What follows belongs to an exercise in optimizing a design on an open flow for small area; a production flow would make more cautious choices. In this exercise RTL edits were held to simulation tests only and were not proved equivalent to the original.

== job 4139 ==
==> flow/design.v <==
`default_nettype none
package wdata_arb_pkg;
    typedef logic [6-1:0]      wid_t;
    typedef logic [32-1:0]    wdata_t;
    typedef logic [4-1:0]    wstrb_t;
    typedef logic [8-1:0]     wlen_t;
    typedef logic [4-1:0] src_idx_t;
    typedef logic [9-1:0]   src_mask_t;
    typedef logic [3-1:0]  slot_mask_t;
    typedef enum logic [0:0] {
        ARB_FREE,
        ARB_HELD
    } arb_state_t;
endpackage
`default_nettype wire
`default_nettype none
module slot_tracker (
    input  logic                                     clk,
    input  logic                                     rst_n,
    input  logic                                     slot_valid,
    input  wdata_arb_pkg::wid_t                      slot_id,
    input  wdata_arb_pkg::wlen_t                     slot_wlen,
    input  logic [9*6-1:0]      src_wid,
    input  wdata_arb_pkg::src_mask_t                 src_valid,
    output wdata_arb_pkg::src_mask_t                 slot_match,
    output logic                                     slot_req,
    output logic                                     slot_cnt_zero,
    input  logic                                     slot_accept
);
    logic                 valid_q;
    logic                 valid_rise;
    wdata_arb_pkg::wlen_t beat_cnt;
    wdata_arb_pkg::wlen_t beat_cnt_eff;
    always_comb begin
        for (int i = 0; i < 9; i++) begin
            slot_match[i] = slot_valid && src_valid[i] && (src_wid[i*6 +: 6] == slot_id);
        end
    end
    assign slot_req = |slot_match;
    always_ff @(posedge clk or negedge rst_n) begin
        if (!rst_n) begin
            valid_q <= 1'b0;
        end else begin
            valid_q <= slot_valid;
        end
    end
    assign valid_rise    = slot_valid && !valid_q;
    assign beat_cnt_eff  = valid_rise ? slot_wlen : beat_cnt;
    assign slot_cnt_zero = (beat_cnt_eff == '0);
    always_ff @(posedge clk) begin
        if (slot_accept && !slot_cnt_zero) begin
            beat_cnt <= beat_cnt_eff - wdata_arb_pkg::wlen_t'(1);
        end else begin
            beat_cnt <= beat_cnt_eff;
        end
    end
endmodule
`default_nettype wire
`default_nettype none
module rr_slot_arbiter (
    input  logic                      clk,
    input  logic                      rst_n,
    input  wdata_arb_pkg::slot_mask_t req,
    input  logic                      m_ready,
    output wdata_arb_pkg::slot_mask_t grant
);
    logic       held;
    logic [1:0] last;
    wdata_arb_pkg::slot_mask_t grant_free;
    wdata_arb_pkg::slot_mask_t grant_held;
    logic [1:0] grant_idx;
    always_comb begin
        case (last)
            2'd0:    grant_free = req[1] ? 3'b010 : req[2] ? 3'b100 : req[0] ? 3'b001 : 3'b000;
            2'd1:    grant_free = req[2] ? 3'b100 : req[0] ? 3'b001 : req[1] ? 3'b010 : 3'b000;
            default: grant_free = req[0] ? 3'b001 : req[1] ? 3'b010 : req[2] ? 3'b100 : 3'b000;
        endcase
    end
    assign grant_held = {last == 2'd2, last == 2'd1, last == 2'd0};
    assign grant      = held ? grant_held : grant_free;
    assign grant_idx  = {grant[2], grant[1]};
    always_ff @(posedge clk or negedge rst_n) begin
        if (!rst_n) begin
            held <= 1'b0;
            last <= 2'd2;
        end else begin
            held <= (|grant) && !m_ready;
            if (|grant) begin
                last <= grant_idx;
            end
        end
    end
endmodule
`default_nettype wire
`default_nettype none
module w_output_stage (
    input  wdata_arb_pkg::slot_mask_t                 grant,
    input  logic                                      m_ready,
    input  logic [3*9-1:0]   s_match,
    input  logic [3*6-1:0]      s_id,
    input  wdata_arb_pkg::slot_mask_t                 s_cnt_zero,
    input  logic [9*6-1:0]       src_wid,
    input  logic [9*32-1:0]     src_wdata,
    input  logic [9*4-1:0]     src_wstrb,
    input  wdata_arb_pkg::src_mask_t                  src_wlast,
    output wdata_arb_pkg::slot_mask_t                 s_accept,
    output wdata_arb_pkg::wid_t                       m_wid,
    output wdata_arb_pkg::wdata_t                     m_wdata,
    output wdata_arb_pkg::wstrb_t                     m_wstrb,
    output logic                                      m_wlast,
    output logic                                      m_valid,
    output wdata_arb_pkg::src_mask_t                  src_ready
);
    wdata_arb_pkg::src_mask_t gm;       
    wdata_arb_pkg::src_mask_t sel;      
    logic                     any_gm;
    assign s_accept = grant & {3{m_ready}};
    assign m_valid  = |grant;
    always_comb begin
        for (int i = 0; i < 9; i++) begin
            gm[i] = 1'b0;
            for (int s = 0; s < 3; s++) begin
                gm[i] = gm[i] | (grant[s] & s_match[s*9 + i]);
            end
        end
    end
    assign any_gm = |gm;
    always_comb begin
        logic below;
        below  = gm[0];
        sel[0] = gm[0] | !any_gm;
        for (int i = 1; i < 9; i++) begin
            sel[i] = gm[i] & !below;
            below  = below | gm[i];
        end
    end
    always_comb begin
        m_wdata = '0;
        m_wstrb = '0;
        m_wlast = 1'b0;
        for (int i = 0; i < 9; i++) begin
            m_wdata = m_wdata | ({32{sel[i]}} & src_wdata[i*32 +: 32]);
            m_wstrb = m_wstrb | ({4{sel[i]}} & src_wstrb[i*4 +: 4]);
            m_wlast = m_wlast | (sel[i] & src_wlast[i]);
        end
        m_wid = any_gm ? '0 : src_wid[0 +: 6];
        for (int s = 0; s < 3; s++) begin
            m_wid   = m_wid | ({6{grant[s] & any_gm}} & s_id[s*6 +: 6]);
            m_wlast = m_wlast | (grant[s] & s_cnt_zero[s]);
        end
    end
    assign src_ready = sel & {9{m_ready & m_valid}};
endmodule
`default_nettype wire
`default_nettype none
module wdata_arbiter_top (
    input  logic                                   clk,
    input  logic                                   rst_n,
    input  logic [9*6-1:0]    src_wid,
    input  logic [9*32-1:0]  src_wdata,
    input  logic [9*4-1:0]  src_wstrb,
    input  logic [9-1:0]               src_wlast,
    input  logic [9-1:0]               src_valid,
    output logic [9-1:0]               src_ready,
    input  logic [3-1:0]              slot_valid,
    input  logic [3*6-1:0]   slot_id,
    input  logic [3*8-1:0]  slot_wlen,
    output logic [6-1:0]                  m_wid,
    output logic [32-1:0]                m_wdata,
    output logic [4-1:0]                m_wstrb,
    output logic                                   m_wlast,
    output logic                                   m_valid,
    input  logic                                   m_ready
);
    wdata_arb_pkg::slot_mask_t slot_req;
    wdata_arb_pkg::slot_mask_t grant;
    wdata_arb_pkg::slot_mask_t slot_accept;
    wdata_arb_pkg::slot_mask_t slot_cnt_zero;
    logic [3*9-1:0] slot_match;
    for (genvar g = 0; g < 3; g++) begin : g_slot
        slot_tracker i_tracker (
            .clk           (clk),
            .rst_n         (rst_n),
            .slot_valid    (slot_valid[g]),
            .slot_id       (slot_id[g*6 +: 6]),
            .slot_wlen     (slot_wlen[g*8 +: 8]),
            .src_wid       (src_wid),
            .src_valid     (src_valid),
            .slot_match    (slot_match[g*9 +: 9]),
            .slot_req      (slot_req[g]),
            .slot_cnt_zero (slot_cnt_zero[g]),
            .slot_accept   (slot_accept[g])
        );
    end
    rr_slot_arbiter i_arbiter (
        .clk     (clk),
        .rst_n   (rst_n),
        .req     (slot_req),
        .m_ready (m_ready),
        .grant   (grant)
    );
    w_output_stage i_output (
        .grant      (grant),
        .m_ready    (m_ready),
        .s_match    (slot_match),
        .s_id       (slot_id),
        .s_cnt_zero (slot_cnt_zero),
        .src_wid    (src_wid),
        .src_wdata  (src_wdata),
        .src_wstrb  (src_wstrb),
        .src_wlast  (src_wlast),
        .s_accept   (slot_accept),
        .m_wid      (m_wid),
        .m_wdata    (m_wdata),
        .m_wstrb    (m_wstrb),
        .m_wlast    (m_wlast),
        .m_valid    (m_valid),
        .src_ready  (src_ready)
    );
endmodule
`default_nettype wire
Settings: LEC_CHECK=0, CAP_MARGIN=20, CORE_AREA=2 2 118 118, DIE_AREA=0 0 120 120, PLACE_DENSITY=0.75, SLEW_MARGIN=20; clock period 10.0 ns.
standard.sh (not shown) runs the stock make flow with config.mk's settings and CLKGATE_MAP_FILE= SYNTH_SCRIPT=/design/flow/synth_recipe.tcl, a recipe that flattens the netlist after the stock synthesis.
==> flow/flow/run.sh <==
#!/bin/bash
# standard layout, with the smallest buffer on every port instead of the resizer's default choice
set -euo pipefail
bash standard.sh BUFFER_PORTS_ARGS="-buffer_cell sky130_fd_sc_hd__buf_1" finish > standard_flow.log 2>&1
No final results exist for job 4139, since it was stopped by error PPL-0024 during I/O pin placement.
The following lists how job 7468 was set up differently from job 4139:
- CORE_AREA: 2 2 118 118 -> 2 2 128 128
- PLACE_DENSITY: 0.75 -> 0.7
- DIE_AREA: 0 0 120 120 -> 0 0 130 130
==> flow/flow/run.sh <==
#!/bin/bash
# standard layout, with the smallest buffer on every port instead of the resizer's default choice,
# and pins allowed on every routing track so that a small die still holds all of them
set -euo pipefail
bash standard.sh \
  BUFFER_PORTS_ARGS="-buffer_cell sky130_fd_sc_hd__buf_1" \
  PLACE_PINS_ARGS="-min_distance 1 -min_distance_in_tracks" \
  finish > standard_flow.log 2>&1
Findings:
Job 7468 reached the end of the flow, and the finished layout is clean on the timing, design-rule and antenna checks.
| row count | lower: job 4139 |
Job 7468 vs job 4139, initial core utilization went down by 8.7 points.
Diff job 7468..job 4139 | area after synthesis | unchanged
Xor-xnor portion of the synthesized cell area of job 7468 is on par with job 4139.
Job 7468 ends up with a height of the die that is 10 um higher than in job 4139.
> inputs changed (job 7468 -> job 373)
- CORE_AREA: 2 2 128 128 -> 2 2 118 118
- DIE_AREA: 0 0 130 130 -> 0 0 120 120
- PLACE_DENSITY: 0.7 -> 0.75
--- outcome ---
- Job 373 terminated abnormally: global routing reported GRT-0116.
- Summary of job 373 over job 7468: post-place setup slack went up 0.21 ns, area share of fa/ha/maj cells after synthesis held, width of the die went down 7.7%, cell row count went down 8.7%, boundary pin count held.
- Job 373 vs job 7468, instance area at placement went down by 0.75%.
- The final reports for job 373 and job 7468 show floorplan die height lower in the former.
- Post-cts sizing count: job 7468 vs job 373 identical
- Last weighted congestion value of the routability-driven placer went up by more than 10% going from job 7468 to job 373.
diff inputs: job 373 => job 2084
- swapping 0.75 for 0.6 in PLACE_DENSITY
- swapping 0 0 120 120 for 0 0 280 280 in DIE_AREA
- swapping 2 2 118 118 for 10 10 270 270 in CORE_AREA
==> flow/run.sh (new file) <==
#!/bin/bash
# synth_recipe.tcl (not shown) runs the flow's synth.tcl, then flattens the netlist and writes it again
# the make line also repeats each setting of config.mk as NAME=value (left out here)
make -C /OpenROAD-flow-scripts/flow DESIGN_CONFIG=/design/flow/config.mk WORK_HOME=/design/flow/orfs CLKGATE_MAP_FILE= SYNTH_SCRIPT=/design/flow/synth_recipe.tcl finish
removed: flow/flow/run.sh
removed: flow/standard.sh
[summary]
Looking at the reports, job 2084 completed the entire flow and the layout it produced met the timing, design-rule and antenna checks.
Half-perimeter wire length of the detailed placement result went up by more than half going from job 373 to job 2084.
Job 2084 -> job 373: maximum buffer depth of the clock tree delta 0, exact match
As far as post-CTS setup repair buffer count goes, job 2084 and job 373 are indistinguishable; the numbers are identical.
Summary of job 2084 over job 373: width of the die higher, die boundary height higher, async set or reset register ratio after synthesis roughly the same, placed instance area higher.
Relative to job 373, the number of standard-cell rows in the floorplan measured on job 2084 has increased by more than 100%.
Taking job 373 as the reference, in job 2084 number of instances in the placed design saw an increase, fraction of the mapped netlist area in simple logic gates saw little to no change.
Worst slack at placement | job 2084 below job 373

[port drivers added, routing unchanged]
In the flow no input, the clock included, has a driving cell. The finished layouts below were timed again as built, in two steps. Step 1 (the two cells are an assumption about what drives the block):
set clk [get_ports {clk}]
set_driving_cell -lib_cell sky130_fd_sc_hd__clkbuf_16 $clk
set_driving_cell -lib_cell sky130_fd_sc_hd__buf_2 [delete_from_list [all_inputs] $clk]
Step 2 moves the port delays by t, midway between the first and last clock arrival at a register: inputs arrive t later, outputs are due t later. That takes back most of the time a late clock gives input paths. a / b / c = no drivers / after step 1 / after step 2; a / b = the first two.
run	shift t [ns]	setup WS [ns]	hold slack, ns	pins driven straight from the clock port
job 7468	0.301	0.743 / 0.719 / 0.719	0.558 / 0.558 / 0.558	1
job 2084	0.307	0.352 / 0.314 / 0.314	0.560 / 0.560 / 0.560	1
After both steps every run listed still meets setup and hold. The setup slack of job 2084, which loses most, moves by -0.038 ns with the drivers and by -0.038 ns with both steps.
